Source: an optimization exercise on an open RTL-to-GDS flow (aim: a short achievable clock period and few clock cycles). Production flows keep margins and buffers that such runs may drop. Function was checked by simulation only, so behaviour that the tests miss may differ from the original.

==> flow/design.v <==
package e_mdu_pkg;
  localparam int unsigned CNT_W = 4;
  localparam logic [2:0] MD_NONE  = 3'd0;
  localparam logic [2:0] MD_MULT  = 3'd1;
  localparam logic [2:0] MD_MULTU = 3'd2;
  localparam logic [2:0] MD_DIV   = 3'd3;
  localparam logic [2:0] MD_DIVU  = 3'd4;
  localparam logic [2:0] MD_MADD  = 3'd5;
  localparam logic [2:0] MD_MADDU = 3'd6;
  localparam logic [2:0] MD_MSUB  = 3'd7;
endpackage
module e_mdu_divwin
#(
  parameter int HIP = 8,
  parameter int LOP = 0,
  parameter int NS  = (HIP - LOP + 3) / 3
) (
  input  logic [31:0]         r_i,
  input  logic [31:0]         q_i,
  input  logic [7:1][34:0]    mb_i,
  input  logic [NS-1:0][7:1]  fit_i,
  output logic [31:0]         r_o,
  output logic [31:0]         q_o
);
  logic [31:0] rr [0:NS];
  logic [31:0] qq [0:NS];
  assign rr[0] = r_i;
  assign qq[0] = q_i;
  for (genvar s = 0; s < NS; s++) begin : g_step
    localparam int P  = LOP + 3 * (NS - 1 - s);
    localparam int W  = (HIP - P + 1) >= 3 ? 3 : (HIP - P + 1);
    localparam int NM = 1 << W;
    localparam logic [31:0] LOWM = (32'd1 << P) - 32'd1;
    logic [32-P:0] df [1:NM-1];
    logic [NM:0]   ok;
    for (genvar m = 1; m < NM; m++) begin : g_m
      assign df[m] = {1'b0, rr[s][31:P]} - {1'b0, mb_i[m][31-P:0]};
      assign ok[m] = fit_i[s][m] & ~df[m][32-P];
    end
    assign ok[0]  = 1'b1;
    assign ok[NM] = 1'b0;
    always_comb begin
      rr[s+1] = rr[s];
      qq[s+1] = qq[s];
      for (int m = 1; m < NM; m++) begin
        if (ok[m] && !ok[m+1]) begin
          rr[s+1] = (rr[s] & LOWM) | (32'(df[m]) << P);
          qq[s+1] = qq[s] | (32'(m) << P);
        end
      end
    end
  end
  assign r_o = rr[NS];
  assign q_o = qq[NS];
endmodule
module e_mdu_divfit
#(
  parameter int HIP = 8,
  parameter int LOP = 0,
  parameter int NS  = (HIP - LOP + 3) / 3
) (
  input  logic [7:1][34:0]    mb_i,
  output logic [NS-1:0][7:1]  fit_o
);
  for (genvar s = 0; s < NS; s++) begin : g_step
    localparam int P = LOP + 3 * (NS - 1 - s);
    for (genvar m = 1; m < 8; m++) begin : g_m
      assign fit_o[s][m] = (mb_i[m] >> (32 - P)) == 35'd0;
    end
  end
endmodule
module e_mdu_divwin_l
#(
  parameter int HIP = 8,
  parameter int LOP = 0
) (
  input  logic [31:0]       r_i,
  input  logic [7:1][36:0]  ms_i,
  input  logic              neg_i,
  output logic [31:0]       r_o,
  output logic [31:0]       q_o
);
  localparam int NS = (HIP - LOP + 3) / 3;
  logic [31:0] rr [0:NS];
  logic [31:0] qq [0:NS];
  assign rr[0] = r_i;
  assign qq[0] = 32'd0;
  for (genvar s = 0; s < NS; s++) begin : g_step
    localparam int P  = LOP + 3 * (NS - 1 - s);
    localparam int W  = (HIP - P + 1) >= 3 ? 3 : (HIP - P + 1);
    localparam int NM = 1 << W;
    localparam logic [31:0] LOWM = (32'd1 << P) - 32'd1;
    logic [37:0] dp [1:NM-1];
    logic [37:0] dn [1:NM-1];
    logic [37:0] df [1:NM-1];
    logic [NM:0] ok;
    for (genvar m = 1; m < NM; m++) begin : g_m
      assign dp[m] = {6'b0, rr[s] >> P} - {ms_i[m][36], ms_i[m]};
      assign dn[m] = {6'b0, rr[s] >> P} + {ms_i[m][36], ms_i[m]};
      assign df[m] = neg_i ? dn[m] : dp[m];
      assign ok[m] = ~df[m][37];
    end
    assign ok[0]  = 1'b1;
    assign ok[NM] = 1'b0;
    always_comb begin
      rr[s+1] = rr[s];
      qq[s+1] = qq[s];
      for (int m = 1; m < NM; m++) begin
        if (ok[m] && !ok[m+1]) begin
          rr[s+1] = (rr[s] & LOWM) | (df[m][31:0] << P);
          qq[s+1] = qq[s] | (32'(m) << P);
        end
      end
    end
  end
  assign r_o = rr[NS];
  assign q_o = qq[NS];
endmodule
import e_mdu_pkg::*;
module e_mdu
(
  input  logic        clk,
  input  logic        reset,
  input  logic        start,
  input  logic [2:0]  md_op,
  input  logic [31:0] rs_val,
  input  logic [31:0] rt_val,
  input  logic        mthi,
  input  logic        mtlo,
  input  logic        rd_hi,
  output logic        busy,
  output logic [31:0] hi,
  output logic [31:0] lo,
  output logic [31:0] md_out
);
  localparam int K2 = 7;    
  localparam int K  = 13;   
  localparam int K3 = 24;   
  localparam int NSB = (K3 - 1 - K2 + 3) / 3;    
  localparam int NSO = (K2 - 1 + 3) / 3;         
  logic [31:0]      r_q, q_q;          
  logic [7:1][34:0] mb_q;              
  logic             sq_q, sr_q;        
  logic [NSB-1:0][7:1] fitb_q;         
  logic [NSO-1:0][7:1] fito_q;         
  logic             ph_q;              
  logic launch, is_mul, is_div, sgn;
  assign is_mul = (md_op == MD_MULT) || (md_op == MD_MULTU);
  assign is_div = (md_op == MD_DIV) || (md_op == MD_DIVU);
  assign sgn    = (md_op == MD_MULT) || (md_op == MD_DIV);
  assign launch = !busy && start && (is_mul || is_div);
  logic [63:0] prod;
  assign prod = {{32{sgn & rs_val[31]}}, rs_val} * {{32{sgn & rt_val[31]}}, rt_val};
  logic             sa, sb, bzero, long1;
  logic [31:0]      a_mag, b_mag, r_l, q_l, r_l2, q_l2;
  logic [NSB-1:0][7:1] fitb_d;
  logic [NSO-1:0][7:1] fito_d;
  logic [7:1][34:0] mb_d;
  logic [7:1][36:0] ms_d;
  logic [31:0]      a_neg;
  assign sa    = sgn & rs_val[31];
  assign sb    = sgn & rt_val[31];
  assign a_neg = -rs_val;
  assign a_mag = sa ? a_neg : rs_val;
  assign b_mag = sb ? -rt_val : rt_val;
  assign bzero = (rt_val == 32'd0);
  always_comb begin
    for (int m = 1; m < 8; m++) mb_d[m] = 35'(m) * {3'b0, b_mag};
    for (int m = 1; m < 8; m++) ms_d[m] = 37'(m) * {{5{sb}}, rt_val};
  end
  assign long1 = (a_mag >> K)  >= b_mag;    
  e_mdu_divwin_l #(.HIP(K-1), .LOP(K2)) u_win_l (
    .r_i(a_mag), .ms_i(ms_d), .neg_i(sb), .r_o(r_l), .q_o(q_l)
  );
  e_mdu_divwin_l #(.HIP(31), .LOP(K3)) u_win_l2 (
    .r_i(a_mag), .ms_i(ms_d), .neg_i(sb), .r_o(r_l2), .q_o(q_l2)
  );
  e_mdu_divfit #(.HIP(K3-1), .LOP(K2)) u_fit_b (.mb_i(mb_d), .fit_o(fitb_d));
  e_mdu_divfit #(.HIP(K2-1), .LOP(0))  u_fit_o (.mb_i(mb_d), .fit_o(fito_d));
  logic [31:0] r_b, q_b;
  e_mdu_divwin #(.HIP(K3-1), .LOP(K2)) u_win_b (
    .r_i(r_q), .q_i(q_q), .mb_i(mb_q), .fit_i(fitb_q), .r_o(r_b), .q_o(q_b)
  );
  logic [31:0] r_o, q_o, cur_hi, cur_lo;
  e_mdu_divwin #(.HIP(K2-1), .LOP(0)) u_win_o (
    .r_i(r_q), .q_i(q_q), .mb_i(mb_q), .fit_i(fito_q), .r_o(r_o), .q_o(q_o)
  );
  assign cur_hi = sr_q ? -r_o : r_o;
  assign cur_lo = sq_q ? -q_o : q_o;
  always_ff @(posedge clk) begin
    if (reset) begin
      r_q  <= '0;
      q_q  <= '0;
      mb_q   <= '1;
      fitb_q <= '0;
      fito_q <= '0;
      sq_q <= 1'b0;
      sr_q <= 1'b0;
      ph_q <= 1'b0;
    end else if (busy) begin
      ph_q <= 1'b0;
      r_q  <= r_b;
      q_q  <= q_b;
    end else if (launch && is_mul) begin
      {r_q, q_q} <= prod;
      mb_q       <= '1;
      fitb_q     <= '0;
      fito_q     <= '0;
      sq_q       <= 1'b0;
      sr_q       <= 1'b0;
    end else if (launch && !bzero) begin
      mb_q   <= mb_d;
      fitb_q <= fitb_d;
      fito_q <= fito_d;
      sq_q <= sa ^ sb;
      sr_q <= sa;
      if (long1) begin
        r_q  <= r_l2;
        q_q  <= q_l2;
        ph_q <= 1'b1;
      end else begin
        r_q  <= r_l;
        q_q  <= q_l;
      end
    end else begin
      r_q  <= (mthi && !launch) ? rs_val : cur_hi;
      q_q  <= (mtlo && !launch) ? rs_val : cur_lo;
      mb_q   <= '1;
      fitb_q <= '0;
      fito_q <= '0;
      sq_q <= 1'b0;
      sr_q <= 1'b0;
    end
  end
  assign busy   = ph_q;
  assign hi     = cur_hi;
  assign lo     = cur_lo;
  assign md_out = rd_hi ? cur_hi : cur_lo;
endmodule
==> flow/flow/run.sh <==
#!/bin/bash
# Standard ORFS layout (the standard.sh, standard synthesis unchanged), with two changes:
# - timing repair is asked to over-fix setup: the design's constraints are unchanged,
#   repair_timing just keeps working until each path has SETUP_SLACK_MARGIN ns of slack left;
# - rd_hi is placed in the middle of the md_out pins (flow/pins.tcl, before pin placement).
set -euo pipefail
bash standard.sh SETUP_SLACK_MARGIN=44.5 PRE_IO_PLACEMENT_TCL="$PWD/flow/pins.tcl" finish > flow_make.log 2>&1
==> flow/flow/pins.tcl <==
# Keep rd_hi among the md_out pins so the md_out select net stays short.
set_io_pin_constraint -group -order -pin_names {md_out[0] md_out[1] md_out[2] md_out[3] md_out[4] md_out[5] md_out[6] md_out[7] md_out[8] md_out[9] md_out[10] md_out[11] md_out[12] md_out[13] md_out[14] md_out[15] rd_hi md_out[16] md_out[17] md_out[18] md_out[19] md_out[20] md_out[21] md_out[22] md_out[23] md_out[24] md_out[25] md_out[26] md_out[27] md_out[28] md_out[29] md_out[30] md_out[31]}
==> flow/standard.sh <==
#!/bin/bash
# synth_recipe.tcl (not shown) runs the flow's synth.tcl, then flattens the netlist and writes it again
# the make line also repeats each setting of config.mk as NAME=value (left out here)
make -C /OpenROAD-flow-scripts/flow DESIGN_CONFIG=/design/flow/config.mk WORK_HOME=/design/flow/orfs CLKGATE_MAP_FILE= SYNTH_SCRIPT=/design/flow/synth_recipe.tcl "${@:-finish}"
==> flow/config.mk <==
export PLATFORM = sky130hd
export DESIGN_NAME = e_mdu
export DESIGN_NICKNAME = e_mdu
export VERILOG_FILES = /design/flow/design.v
export SDC_FILE = /design/flow/constraint.sdc
export NUM_CORES = 4
export LEC_CHECK = 0
export CAP_MARGIN = 35
export CORE_MARGIN = 2
export CORE_UTILIZATION = 40
export SLEW_MARGIN = 25
==> flow/constraint.sdc <==
create_clock -name core_clock -period 72.0 [get_ports {clk}]
set_input_delay 14.4000 -clock core_clock [delete_from_list [all_inputs] [get_ports {clk}]]
set_output_delay 14.4000 -clock core_clock [all_outputs]
set_load 0.01 [all_outputs]
==> metrics.yaml <==
cp_cell_sequence: "buf_16, nor2_4, a21oi_4, buf_6"
synthArstFlopShare_pct: 0
synth.most_common_cell: "ha_1"
finalCritPeriodShare_pct: 40.9
hold_violations: 0
end_kind: "output pin"
grt_remaining_overflow: 0
synth_area_per_cell_um2: 7.51
die_area_um2: 376000
worstHoldStart: "fito_q[16]"
detail-route-antenna-nets: 0
drc: 0
crit_arrival_ns: 15.02
clk_pin_slew_ns: 0.06
cpPeakStageDelay_ns: 0.29
io_pins: 170
grt_pass1_vias: 153000
postCtsHoldBufs: 0
period_minus_slack_ns: 29.42
yosys_warnings: 37
yosys.area.top_type_share_pct: 16.9
slew_headroom_pct: 6.25
grt_max_degree: 69
seqCellArea_um2: 4890
fin_hold_ws_ns: 0.453
min_to: "fito_q[16]"
num_vias: 165000
initial_core_util_pct: 40.2
drive_above_1_share_pct: 8.86
die_h_um: 613
cts_max_level: 2
worst_slew_pin_slew_ns: 1.41
synth.distinct_cells: 113
reg2regPathDepth: 78
synth_edf_count: 0
rr_startpoint: "r_q[22]"
clkLatencyLatePin_ns: 0.62
status: "complete, no violations"
antenna_found_initial: 80
grt.total_usage_pct: 43.3
synth_seq_cells: 244
drt_pass1_iterations: 7
skew_ns: 0.0464
syn2layout_area_growth_pct: 11.5
synth_area_um2: 149000
rr_endpoint: "r_q[7]"
fillers: 38000
cp-start-kind: "input pin"
numCtsBuffers: 35
viasPerCell: 6.51
clock-root-buffer: "clkbuf_16"
cts.sinks: 244
setup_tns_ns: 0
setup_viol: 0
grt_pass1_wl_mm: 1160
yosysTopAreaCell: "ha_1"
synth_ff_type: "dfxtp_1"
syn_inst: 19800
die_x_um: 613
cts_tree: "done"
gp_congestion: 1.11
rows: 223
slew_viol_final: 0
synth.top_cells.by_count: "2011 x ha_1, 1902 x nand2_1, 1808 x inv_1"
yosys-top-cells-area: "ha_1 17%, fa_1 17%, xnor2_1 6.1%"
holdCritPathClass: "flop to flop"
routed_wl_mm: 844
rsz0062_at_grt: "yes"
ys_seq_area_share_pct: 3.29
core_um2: 369000
initialDrtViolationCount: 20200
critPathKind: "input pin to output pin"
cp.required_ns: 57.60
fmaxAchievable_ghz: 0.0340
hold-path-cell-count: 2
dpl.hpwl_mm: 677
cpMaxStageDelayCell: "nor2_4"
worstPathMaxFanout: 7
drv_cap: 0
post_drt_wl_per_cell_um: 33.4
nNetsFinal: 23600
synth.net_count: 23100
ff2ff_setup_slack_ns: 45.15
multi_input_area_um2: 137000
cts_buffer_depth: 3
portBuffers: 169
## critical path, delay by kind of cell
kind	cells	cell delay [ns]
buf+inv	2	0.26
simple gates	1	0.29
compound gates	1	0.05
## how the worst max path moves through the flow
| stage | start | end | depth (start not counted) |
|---|---|---|---|
| global placement | r_q[6] | hi[15] | 41 |
| floorplan | rd_hi | md_out[13] | 4 |
| CTS | rd_hi | md_out[12] | 3 |
| global route | rd_hi | md_out[29] | 4 |
| detailed placement | r_q[6] | hi[15] | 43 |
| finish | rd_hi | md_out[29] | 4 |
## flip-flops by register name, indices dropped and copies added (netlist names)
signal	flops
mb_q	124
fitb_q	38
q_q	32
r_q	32
fito_q	15
ph_q	1
sq_q	1
sr_q	1
## final cells by class
type / instances / share of cell area [%]
multi-input combinational: 17000 / 83.0
timing repair buffer: 1093 / 5.45
inverter: 1819 / 4.16
tap: 4950 / 3.74
sequential: 244 / 2.95
clock buffer: 45 / 0.576
clock inverter: 15 / 0.0922
antenna: 49 / 0.0740
## repair_timing
action,4_1_cts,5_1_grt
buffers inserted,57,91
gates cloned,5,3
setup endpoints to repair,123,118
pin swaps,38,68
gates resized for setup,445,307
## cell families after synthesis
group,Yosys count,synth area share [%]
DFF,244,3.29
adders and majority gates,3256,33.7
buffers and inverters,2498,6.35
xor gates and xnor gates,1581,9.32
muxes,128,0.895
AOI/OAI and AO/OA,6139,27.4
and+or+nand+nor,5939,19.0
## layer usage
metal	GRT usage, %	up-vias	share of wire [%]
met3	9.47	2577	10
met2	64.0	9986	41
met1	52.9	80000	38
met4	38.0	32	11
met5	0	-	0.027
li1	-	72000	-
## placed cells by master (no fill, tap or decap), drive strengths merged, types with 207 or more instances in the layout
master / netlist / routed
ha: 2011 / 2011
nand2: 1902 / 1902
inv: 1809 / 1799
a21oi: 1589 / 1589
nor2: 1403 / 1404
fa: 1245 / 1245
o21ai: 1149 / 1149
xnor2: 1027 / 1027
buf: 102 / 996
a21o: 590 / 590
xor2: 554 / 554
nor3: 513 / 513
nand3: 398 / 398
o21a: 369 / 369
and2: 360 / 360
dfxtp: 244 / 244
nand2b: 241 / 241
a211oi: 236 / 236
a31oi: 233 / 233
nor2b: 208 / 208
o211ai: 207 / 207
## per-stage QoR
stage               util, %  setup WS [ns]  cells  area, um2
global placement       43.2          40.52  24900     160000
finish                 44.8          42.58  25300     166000
floorplan                 -          42.58  19800     149000
global route           44.8          42.60  25200     166000
detailed placement     43.3          41.25  25000     160000
CTS                    44.1          42.64  25100     163000
Testbench counts, summed over its fixed seeds: cycles 3,357.

-- separate check: timing with driven ports --
The flow's constraints put no driver on any port. The routed layout listed below was extracted and timed again, unchanged, in two steps.
Step 1 assumes that a clkbuf_16 drives the clock port and a buf_2 every other input.
Step 2 times the ports against the registers' clock, not the clock port: input delays grow and output delays shrink by t, the midpoint of the rising clock arrivals with the driver on.
a / b / c = no drivers / after step 1 / after step 2; a / b = the first two.
shift t [ns]: 0.666
setup WS [ns]: 42.583 / 42.182 / 42.182
slew at the worst register clock pin (ns): 0.07 / 0.07
After both steps this run still meets setup and hold. For this run, drivers alone change the setup slack by -0.401 ns; drivers and shift together by -0.401 ns.
